Source: an optimization exercise on an open RTL-to-GDS flow (aim: small area, a short achievable clock period and few clock cycles per item). Production flows keep margins and buffers that such runs may drop.
Function was checked by simulation only, so behaviour that the tests miss may differ from the original.

==> trial 28: inputs <==
==> flow/design.v <==
package psh_pkg;
    localparam logic [63:0] FNV_BASIS = 64'hcbf29ce484222325;
    localparam logic [63:0] GOLDEN    = 64'h9e3779b97f4a7c15;
    localparam logic [63:0] H1_POS    = 64'haf40984c85c60000;
    localparam logic [63:0] H1_NEG    = 64'h4fbf67b378870000;
    localparam logic signed [15:0] UNARY_FROM = 16'sd10;
    localparam int          MEM_N     = 62;    
endpackage
import psh_pkg::*;
module psh_front
(
    input  logic               i_clk,
    input  logic               i_rst_n,
    input  logic               i_adv,
    input  logic               i_valid,
    input  logic signed [15:0] i_token_code,
    input  logic [63:0]        i_value_bits,
    input  logic [5:0]         i_position,
    input  logic [15:0]        i_expr_id,
    input  logic               i_new_expr,
    output logic               o_valid,
    output logic [63:0]        o_h,
    output logic [63:0]        o_kh,
    output logic [1:0]         o_kids,
    output logic               o_new,
    output logic [15:0]        o_eid,
    output logic [5:0]         o_pos
);
    function automatic logic [127:0] csa(input logic [63:0] a, input logic [63:0] b,
                                         input logic [63:0] c);
        csa = {((a & b) | (a & c) | (b & c)) << 1, a ^ b ^ c};
    endfunction
    function automatic logic [63:0] fnv_mul(input logic [63:0] x);
        logic [127:0] s1;
        logic [127:0] s2;
        logic [127:0] s3;
        logic [127:0] s4;
        s1 = csa(x, {x[62:0], 1'b0}, {x[59:0], 4'd0});
        s2 = csa({x[58:0], 5'd0}, {x[56:0], 7'd0}, {x[55:0], 8'd0});
        s3 = csa(s1[63:0], s1[127:64], s2[63:0]);
        s4 = csa(s3[63:0], s3[127:64], s2[127:64]);
        s1 = csa(s4[63:0], s4[127:64], {x[23:0], 40'd0});
        fnv_mul = s1[63:0] + s1[127:64];
    endfunction
    logic [15:0] lo;
    logic [127:0] c1;
    logic [127:0] c2;
    logic [127:0] c3;
    logic [127:0] c4;
    logic [127:0] c5;
    logic [63:0] h1;
    logic [1:0]  n_kids;
    logic        r1_v;
    logic [63:0] r1_x;
    logic [1:0]  r1_kids;
    logic        r1_new;
    logic [15:0] r1_eid;
    logic [5:0]  r1_pos;
    logic        r2_v;
    logic [63:0] r2_h;
    logic [1:0]  r2_kids;
    logic        r2_new;
    logic [15:0] r2_eid;
    logic [5:0]  r2_pos;
    logic        r3_v;
    logic [63:0] r3_h;
    logic [63:0] r3_kh;
    logic [1:0]  r3_kids;
    logic        r3_new;
    logic [15:0] r3_eid;
    logic [5:0]  r3_pos;
    always_comb begin
        lo     = FNV_BASIS[15:0] ^ i_token_code;
        c1 = csa({48'd0, lo} | {8'd0, lo, 40'd0}, {47'd0, lo, 1'b0}, {44'd0, lo, 4'd0});
        c2 = csa({43'd0, lo, 5'd0}, {41'd0, lo, 7'd0}, {40'd0, lo, 8'd0});
        c3 = csa(c1[63:0], c1[127:64], c2[63:0]);
        c4 = csa(c3[63:0], c3[127:64], c2[127:64]);
        c5 = csa(c4[63:0], c4[127:64], i_token_code[15] ? H1_NEG : H1_POS);
        h1 = c5[63:0] + c5[127:64];
        if (i_token_code > 16'sd0) begin
            n_kids = (i_token_code < UNARY_FROM) ? 2'd2 : 2'd1;
        end else begin
            n_kids = 2'd0;
        end
    end
    logic [127:0] kh_cs;
    assign kh_cs = csa(GOLDEN, {r2_h[57:0], 6'd0}, {2'd0, r2_h[63:2]});
    always_ff @(posedge i_clk) begin
        if (!i_rst_n) begin
            r1_v <= 1'b0;
            r2_v <= 1'b0;
            r3_v <= 1'b0;
        end else if (i_adv) begin
            r1_v <= i_valid;
            r2_v <= r1_v;
            r3_v <= r2_v;
        end
    end
    always_ff @(posedge i_clk) begin
        if (i_adv) begin
            r1_x    <= h1 ^ i_value_bits;
            r1_kids <= n_kids;
            r1_new  <= i_new_expr;
            r1_eid  <= i_expr_id;
            r1_pos  <= i_position;
            r2_h    <= fnv_mul(r1_x);
            r2_kids <= r1_kids;
            r2_new  <= r1_new;
            r2_eid  <= r1_eid;
            r2_pos  <= r1_pos;
            r3_h    <= r2_h;
            r3_kh   <= kh_cs[63:0] + kh_cs[127:64];
            r3_kids <= r2_kids;
            r3_new  <= r2_new;
            r3_eid  <= r2_eid;
            r3_pos  <= r2_pos;
        end
    end
    assign o_valid = r3_v;
    assign o_h     = r3_h;
    assign o_kh    = r3_kh;
    assign o_kids  = r3_kids;
    assign o_new   = r3_new;
    assign o_eid   = r3_eid;
    assign o_pos   = r3_pos;
endmodule
import psh_pkg::*;
module psh_queue
#(
    parameter int W = 95
)
(
    input  logic         i_clk,
    input  logic         i_rst_n,
    input  logic         i_push,
    input  logic [W-1:0] i_data,
    input  logic         i_ready,
    output logic         o_valid,
    output logic [W-1:0] o_data,
    output logic         o_rdy
);
    logic         r_v0;
    logic         r_v1;
    logic         r_wp;
    logic         r_rp;
    logic         r_rdy;
    logic [W-1:0] r_d0;
    logic [W-1:0] r_d1;
    logic         take;
    logic         n_v0;
    logic         n_v1;
    assign o_valid = r_rp ? r_v1 : r_v0;
    assign take    = o_valid && i_ready;
    always_comb begin
        n_v0 = r_v0;
        n_v1 = r_v1;
        if (take) begin
            if (r_rp) n_v1 = 1'b0;
            else      n_v0 = 1'b0;
        end
        if (i_push) begin
            if (r_wp) n_v1 = 1'b1;
            else      n_v0 = 1'b1;
        end
    end
    always_ff @(posedge i_clk) begin
        if (!i_rst_n) begin
            r_v0  <= 1'b0;
            r_v1  <= 1'b0;
            r_wp  <= 1'b0;
            r_rp  <= 1'b0;
            r_rdy <= 1'b1;
        end else begin
            r_v0  <= n_v0;
            r_v1  <= n_v1;
            r_rdy <= !(n_v0 && n_v1);
            if (i_push) r_wp <= !r_wp;
            if (take)   r_rp <= !r_rp;
        end
    end
    always_ff @(posedge i_clk) begin
        if (i_push && !r_wp) r_d0 <= i_data;
        if (i_push && r_wp)  r_d1 <= i_data;
    end
    assign o_data = r_rp ? r_d1 : r_d0;
    assign o_rdy  = r_rdy;
endmodule
import psh_pkg::*;
module psh_back
(
    input  logic        i_clk,
    input  logic        i_rst_n,
    input  logic        i_adv,
    input  logic        i_valid,
    input  logic [63:0] i_h,
    input  logic [63:0] i_kh,
    input  logic [1:0]  i_kids,
    input  logic        i_new,
    input  logic [6:0]  i_min_size,
    output logic        o_commit,
    output logic [6:0]  o_size,
    output logic [63:0] o_hash,
    output logic        o_cand,
    output logic        o_over
);
    function automatic logic [127:0] csa(input logic [63:0] a, input logic [63:0] b,
                                         input logic [63:0] c);
        csa = {((a & b) | (a & c) | (b & c)) << 1, a ^ b ^ c};
    endfunction
    logic [6:0]  r_count;
    logic [6:0]  r_tos_s;
    logic [63:0] r_tos_h;
    logic [6:0]  r_nos_s;
    logic [63:0] r_nos_g;
    logic [6:0]  r_mem_s [MEM_N];
    logic [63:0] r_mem_g [MEM_N];
    logic [6:0]  n0;
    logic [1:0]  pops;
    logic [6:0]  n1;
    logic        push;
    logic [63:0] m1;
    logic [127:0] m2_cs;
    logic [63:0] m2_add;
    logic [63:0] base_h;
    logic [63:0] res_h;
    logic [7:0]  size8;
    logic [6:0]  fin_size;
    logic [5:0]  rd_idx;
    logic [5:0]  wr_idx;
    logic        commit;
    always_comb begin
        n0 = i_new ? 7'd0 : r_count;
        if (i_kids == 2'd0 || n0 == 7'd0) begin
            pops = 2'd0;
        end else if (i_kids == 2'd1 || n0 == 7'd1) begin
            pops = 2'd1;
        end else begin
            pops = 2'd2;
        end
        n1   = n0 - {5'd0, pops};
        push = (n1 != 7'd64);
        m1 = i_h ^ (r_tos_h + i_kh);
        m2_cs  = csa(r_nos_g, {m1[57:0], 6'd0}, {2'd0, m1[63:2]});
        m2_add = m2_cs[63:0] + m2_cs[127:64];
        base_h = (pops == 2'd0) ? i_h : m1;
        res_h  = base_h ^ (m2_add & {64{pops == 2'd2}});
        size8 = 8'd1 + ((pops != 2'd0) ? {1'b0, r_tos_s} : 8'd0)
                     + ((pops == 2'd2) ? {1'b0, r_nos_s} : 8'd0);
        fin_size = size8[7] ? 7'd127 : size8[6:0];
        rd_idx = 6'(r_count - 7'd3);
        wr_idx = 6'(n0 - 7'd2);
    end
    assign commit   = i_adv && i_valid;
    assign o_commit = commit;
    assign o_size   = fin_size;
    assign o_hash   = res_h;
    assign o_cand   = (fin_size >= i_min_size);
    assign o_over   = (size8 > 8'd64) || !push;
    always_ff @(posedge i_clk) begin
        if (!i_rst_n) begin
            r_count <= 7'd0;
        end else if (commit) begin
            r_count <= n1 + {6'd0, push};
        end
    end
    always_ff @(posedge i_clk) begin
        if (commit && push) begin
            r_tos_s <= fin_size;
            r_tos_h <= res_h;
        end
        if (commit && pops == 2'd0 && push) begin
            r_nos_s <= r_tos_s;
            r_nos_g <= r_tos_h + GOLDEN;
        end else if (commit && pops == 2'd2) begin
            r_nos_s <= r_mem_s[rd_idx];
            r_nos_g <= r_mem_g[rd_idx];
        end
    end
    always_ff @(posedge i_clk) begin
        if (commit && pops == 2'd0 && push && n0 >= 7'd2) begin
            r_mem_s[wr_idx] <= r_nos_s;
            r_mem_g[wr_idx] <= r_nos_g;
        end
    end
endmodule
import psh_pkg::*;
module prefix_subtree_hasher
(
    input  logic               i_clk,
    input  logic               i_rst_n,
    input  logic               psel,
    input  logic               penable,
    input  logic               pwrite,
    input  logic [2:0]         paddr,
    input  logic [31:0]        pwdata,
    output logic [31:0]        prdata,
    output logic               pready,
    input  logic               i_valid,
    output logic               o_ready,
    input  logic signed [15:0] i_token_code,
    input  logic [63:0]        i_value_bits,
    input  logic [5:0]         i_position,
    input  logic [15:0]        i_expr_id,
    input  logic               i_new_expr,
    output logic               o_valid,
    input  logic               i_ready,
    output logic [15:0]        o_out_expr_id,
    output logic [5:0]         o_out_position,
    output logic [6:0]         o_subtree_size,
    output logic [63:0]        o_subtree_hash,
    output logic               o_is_candidate,
    output logic               o_overflow
);
    localparam logic REG_MIN_SIZE = 1'b0;
    logic [6:0]  r_min_size;
    logic        adv;
    logic        bk_valid;
    logic [63:0] bk_h;
    logic [63:0] bk_kh;
    logic [1:0]  bk_kids;
    logic        bk_new;
    logic [15:0] bk_eid;
    logic [5:0]  bk_pos;
    logic        commit;
    logic [6:0]  res_size;
    logic [63:0] res_hash;
    logic        res_cand;
    logic        res_over;
    assign pready = 1'b1;
    assign prdata = (paddr[2] == REG_MIN_SIZE) ? {25'd0, r_min_size} : 32'd0;
    always_ff @(posedge i_clk) begin
        if (!i_rst_n) begin
            r_min_size <= 7'd2;
        end else if (psel && penable && pwrite && paddr[2] == REG_MIN_SIZE) begin
            r_min_size <= pwdata[6:0];
        end
    end
    assign o_ready = adv;
    psh_front u_front (
        .i_clk        (i_clk),
        .i_rst_n      (i_rst_n),
        .i_adv        (adv),
        .i_valid      (i_valid),
        .i_token_code (i_token_code),
        .i_value_bits (i_value_bits),
        .i_position   (i_position),
        .i_expr_id    (i_expr_id),
        .i_new_expr   (i_new_expr),
        .o_valid      (bk_valid),
        .o_h          (bk_h),
        .o_kh         (bk_kh),
        .o_kids       (bk_kids),
        .o_new        (bk_new),
        .o_eid        (bk_eid),
        .o_pos        (bk_pos)
    );
    psh_back u_back (
        .i_clk      (i_clk),
        .i_rst_n    (i_rst_n),
        .i_adv      (adv),
        .i_valid    (bk_valid),
        .i_h        (bk_h),
        .i_kh       (bk_kh),
        .i_kids     (bk_kids),
        .i_new      (bk_new),
        .i_min_size (r_min_size),
        .o_commit   (commit),
        .o_size     (res_size),
        .o_hash     (res_hash),
        .o_cand     (res_cand),
        .o_over     (res_over)
    );
    psh_queue #(
        .W (95)
    ) u_queue (
        .i_clk   (i_clk),
        .i_rst_n (i_rst_n),
        .i_push  (commit),
        .i_data  ({bk_eid, bk_pos, res_size, res_hash, res_cand, res_over}),
        .i_ready (i_ready),
        .o_valid (o_valid),
        .o_data  ({o_out_expr_id, o_out_position, o_subtree_size, o_subtree_hash,
                   o_is_candidate, o_overflow}),
        .o_rdy   (adv)
    );
endmodule
==> flow/run.sh <==
#!/bin/bash
# synth_recipe.tcl (not shown) runs the flow's synth.tcl, then flattens the netlist and writes it again
# the make line also repeats each setting of config.mk as NAME=value (left out here)
make -C /OpenROAD-flow-scripts/flow DESIGN_CONFIG=/design/flow/config.mk WORK_HOME=/design/flow/orfs CLKGATE_MAP_FILE= SYNTH_SCRIPT=/design/flow/synth_recipe.tcl finish
==> flow/config.mk <==
export PLATFORM = sky130hd
export DESIGN_NAME = prefix_subtree_hasher
export DESIGN_NICKNAME = prefix_subtree_hasher
export VERILOG_FILES = /design/flow/design.v
export SDC_FILE = /design/flow/constraint.sdc
export NUM_CORES = 4
export LEC_CHECK = 0
export CAP_MARGIN = 20
export CORE_MARGIN = 2
export CORE_UTILIZATION = 55
export SETUP_SLACK_MARGIN = 4.5
export SLEW_MARGIN = 20
==> flow/constraint.sdc <==
create_clock -name core_clock -period 10.0 [get_ports {i_clk}]
set_input_delay 2.0000 -clock core_clock [delete_from_list [all_inputs] [get_ports {i_clk}]]
set_output_delay 2.0000 -clock core_clock [all_outputs]
set_load 0.01 [all_outputs]
==> trial 63: changes against trial 28 <==
--- a/flow/design.v
+++ b/flow/design.v
@@ -27,26 +27,10 @@
     output logic [5:0]         o_pos
 );
-    function automatic logic [127:0] csa(input logic [63:0] a, input logic [63:0] b,
-                                         input logic [63:0] c);
-        csa = {((a & b) | (a & c) | (b & c)) << 1, a ^ b ^ c};
-    endfunction
     function automatic logic [63:0] fnv_mul(input logic [63:0] x);
-        logic [127:0] s1;
-        logic [127:0] s2;
-        logic [127:0] s3;
-        logic [127:0] s4;
-        s1 = csa(x, {x[62:0], 1'b0}, {x[59:0], 4'd0});
-        s2 = csa({x[58:0], 5'd0}, {x[56:0], 7'd0}, {x[55:0], 8'd0});
-        s3 = csa(s1[63:0], s1[127:64], s2[63:0]);
-        s4 = csa(s3[63:0], s3[127:64], s2[127:64]);
-        s1 = csa(s4[63:0], s4[127:64], {x[23:0], 40'd0});
-        fnv_mul = s1[63:0] + s1[127:64];
+        fnv_mul = x + {x[62:0], 1'b0} + {x[59:0], 4'd0} + {x[58:0], 5'd0}
+                + {x[56:0], 7'd0} + {x[55:0], 8'd0} + {x[23:0], 40'd0};
     endfunction
     logic [15:0] lo;
-    logic [127:0] c1;
-    logic [127:0] c2;
-    logic [127:0] c3;
-    logic [127:0] c4;
-    logic [127:0] c5;
+    logic [24:0] lo_mul;
     logic [63:0] h1;
     logic [1:0]  n_kids;
@@ -72,10 +56,7 @@
     always_comb begin
         lo     = FNV_BASIS[15:0] ^ i_token_code;
-        c1 = csa({48'd0, lo} | {8'd0, lo, 40'd0}, {47'd0, lo, 1'b0}, {44'd0, lo, 4'd0});
-        c2 = csa({43'd0, lo, 5'd0}, {41'd0, lo, 7'd0}, {40'd0, lo, 8'd0});
-        c3 = csa(c1[63:0], c1[127:64], c2[63:0]);
-        c4 = csa(c3[63:0], c3[127:64], c2[127:64]);
-        c5 = csa(c4[63:0], c4[127:64], i_token_code[15] ? H1_NEG : H1_POS);
-        h1 = c5[63:0] + c5[127:64];
+        lo_mul = {9'd0, lo} + {8'd0, lo, 1'b0} + {5'd0, lo, 4'd0} + {4'd0, lo, 5'd0}
+               + {2'd0, lo, 7'd0} + {1'd0, lo, 8'd0};
+        h1     = (i_token_code[15] ? H1_NEG : H1_POS) + {8'd0, lo, 15'd0, lo_mul};
         if (i_token_code > 16'sd0) begin
             n_kids = (i_token_code < UNARY_FROM) ? 2'd2 : 2'd1;
@@ -84,6 +65,4 @@
         end
     end
-    logic [127:0] kh_cs;
-    assign kh_cs = csa(GOLDEN, {r2_h[57:0], 6'd0}, {2'd0, r2_h[63:2]});
     always_ff @(posedge i_clk) begin
         if (!i_rst_n) begin
@@ -110,5 +89,5 @@
             r2_pos  <= r1_pos;
             r3_h    <= r2_h;
-            r3_kh   <= kh_cs[63:0] + kh_cs[127:64];
+            r3_kh   <= GOLDEN + {r2_h[57:0], 6'd0} + {2'd0, r2_h[63:2]};
             r3_kids <= r2_kids;
             r3_new  <= r2_new;
@@ -142,47 +121,46 @@
     logic         r_v0;
     logic         r_v1;
-    logic         r_wp;
-    logic         r_rp;
     logic         r_rdy;
     logic [W-1:0] r_d0;
     logic [W-1:0] r_d1;
     logic         take;
-    logic         n_v0;
-    logic         n_v1;
-    assign o_valid = r_rp ? r_v1 : r_v0;
-    assign take    = o_valid && i_ready;
-    always_comb begin
-        n_v0 = r_v0;
-        n_v1 = r_v1;
-        if (take) begin
-            if (r_rp) n_v1 = 1'b0;
-            else      n_v0 = 1'b0;
-        end
-        if (i_push) begin
-            if (r_wp) n_v1 = 1'b1;
-            else      n_v0 = 1'b1;
-        end
-    end
+    assign take = r_v0 && i_ready;
     always_ff @(posedge i_clk) begin
         if (!i_rst_n) begin
             r_v0  <= 1'b0;
             r_v1  <= 1'b0;
-            r_wp  <= 1'b0;
-            r_rp  <= 1'b0;
             r_rdy <= 1'b1;
-        end else begin
-            r_v0  <= n_v0;
-            r_v1  <= n_v1;
-            r_rdy <= !(n_v0 && n_v1);
-            if (i_push) r_wp <= !r_wp;
-            if (take)   r_rp <= !r_rp;
+        end else if (r_v1) begin
+            if (take) begin
+                r_v1  <= 1'b0;
+                r_rdy <= 1'b1;
+            end
+        end else if (i_push) begin
+            if (r_v0 && !take) begin
+                r_v1  <= 1'b1;
+                r_rdy <= 1'b0;
+            end else begin
+                r_v0  <= 1'b1;
+            end
+        end else if (take) begin
+            r_v0 <= 1'b0;
         end
     end
     always_ff @(posedge i_clk) begin
-        if (i_push && !r_wp) r_d0 <= i_data;
-        if (i_push && r_wp)  r_d1 <= i_data;
+        if (r_v1) begin
+            if (take) begin
+                r_d0 <= r_d1;
+            end
+        end else if (i_push) begin
+            if (r_v0 && !take) begin
+                r_d1 <= i_data;
+            end else begin
+                r_d0 <= i_data;
+            end
+        end
     end
-    assign o_data = r_rp ? r_d1 : r_d0;
-    assign o_rdy  = r_rdy;
+    assign o_valid = r_v0;
+    assign o_data  = r_d0;
+    assign o_rdy   = r_rdy;
 endmodule
 import psh_pkg::*;
@@ -204,8 +182,4 @@
     output logic        o_over
 );
-    function automatic logic [127:0] csa(input logic [63:0] a, input logic [63:0] b,
-                                         input logic [63:0] c);
-        csa = {((a & b) | (a & c) | (b & c)) << 1, a ^ b ^ c};
-    endfunction
     logic [6:0]  r_count;
     logic [6:0]  r_tos_s;
@@ -220,7 +194,5 @@
     logic        push;
     logic [63:0] m1;
-    logic [127:0] m2_cs;
-    logic [63:0] m2_add;
-    logic [63:0] base_h;
+    logic [63:0] m2;
     logic [63:0] res_h;
     logic [7:0]  size8;
@@ -241,8 +213,10 @@
         push = (n1 != 7'd64);
         m1 = i_h ^ (r_tos_h + i_kh);
-        m2_cs  = csa(r_nos_g, {m1[57:0], 6'd0}, {2'd0, m1[63:2]});
-        m2_add = m2_cs[63:0] + m2_cs[127:64];
-        base_h = (pops == 2'd0) ? i_h : m1;
-        res_h  = base_h ^ (m2_add & {64{pops == 2'd2}});
+        m2 = m1 ^ (r_nos_g + {m1[57:0], 6'd0} + {2'd0, m1[63:2]});
+        case (pops)
+            2'd0:    res_h = i_h;
+            2'd1:    res_h = m1;
+            default: res_h = m2;
+        endcase
         size8 = 8'd1 + ((pops != 2'd0) ? {1'b0, r_tos_s} : 8'd0)
                      + ((pops == 2'd2) ? {1'b0, r_nos_s} : 8'd0);
--- a/flow/config.mk
+++ b/flow/config.mk
@@ -8,5 +8,4 @@
 export CAP_MARGIN = 20
 export CORE_MARGIN = 2
-export CORE_UTILIZATION = 55
-export SETUP_SLACK_MARGIN = 4.5
+export CORE_UTILIZATION = 40
 export SLEW_MARGIN = 20
==> qor summary <==
	trial 28	trial 63
Run status	timing/DRC/antenna clean	timing/DRC/antenna clean
Multiplexer fraction of the synthesized cell area	14.2%	12.3%
Number of global-route vias before repair	122,000	119,000
Fraction of the cycle the final worst path needs	65.5%	86.0%
Crit Path Class	reg2reg	in2reg
Met1 GRT Util	46.1%	31.5%
Synthesis-to-layout area growth	16.9%	13.3%
Worst slack at placement	1.74 ns	0.341 ns
Overall track demand over capacity in global routing	32.4%	22.1%
Sequential Area	153,000 µm²	153,000 µm²
Die ar.	409,000 µm²	563,000 µm²
Number of standard cells in the layout, taps in and fillers out	18,900	21,000
Sequential element share of the synthesized area	68.7%	68.5%
Clock buf count	658	667
Worst reg2reg path depth	28	18
Unrepaired setup endpoints after global routing	true	false
Worst-case setup margin in the final layout	3.45 ns	1.40 ns
Post-route cell area	260,000 µm²	252,000 µm²
Post-Route Utilization	64.5%	45.4%
Count of buffer and inverter cells on the critical path	3	4
Met2 Usage GRT	51.3%	35.2%
Placeable core region	402,000 µm²	556,000 µm²
Testbench counts of trial 28, summed over its fixed seeds: cycles 12,032, items 12,000.
Testbench counts of trial 63, summed over its fixed seeds: cycles 12,032, items 12,000.

==> separate check: timing with driven ports <==
Ports are ideal in the flow. The routed layouts listed here were re-timed in OpenROAD. Step 1, drivers: a clkbuf_16 drives i_clk and a buf_2 each remaining input, both assumed. Step 2 also shifts input and output timing later by t, the mid clock arrival at the registers, as if the neighbouring blocks saw the same clock. Three values: ideal, step 1, step 2; two values: the first two.
run	shift t [ns]	slack for setup (ns)	hold slack, ns	worst setup path after step 2	cell pins on the clock port's net
trial 28	1.151	3.449 / 3.449 / 3.299	0.414 / 0.414 / 0.414	input to register	1
trial 63	1.190	1.397 / 1.502 / 0.312	0.413 / 0.413 / 0.413	input to register	1
After both steps every run listed still meets setup and hold. The setup slack of trial 63, which loses most, moves by +0.105 ns with the drivers and by -1.085 ns with both steps.
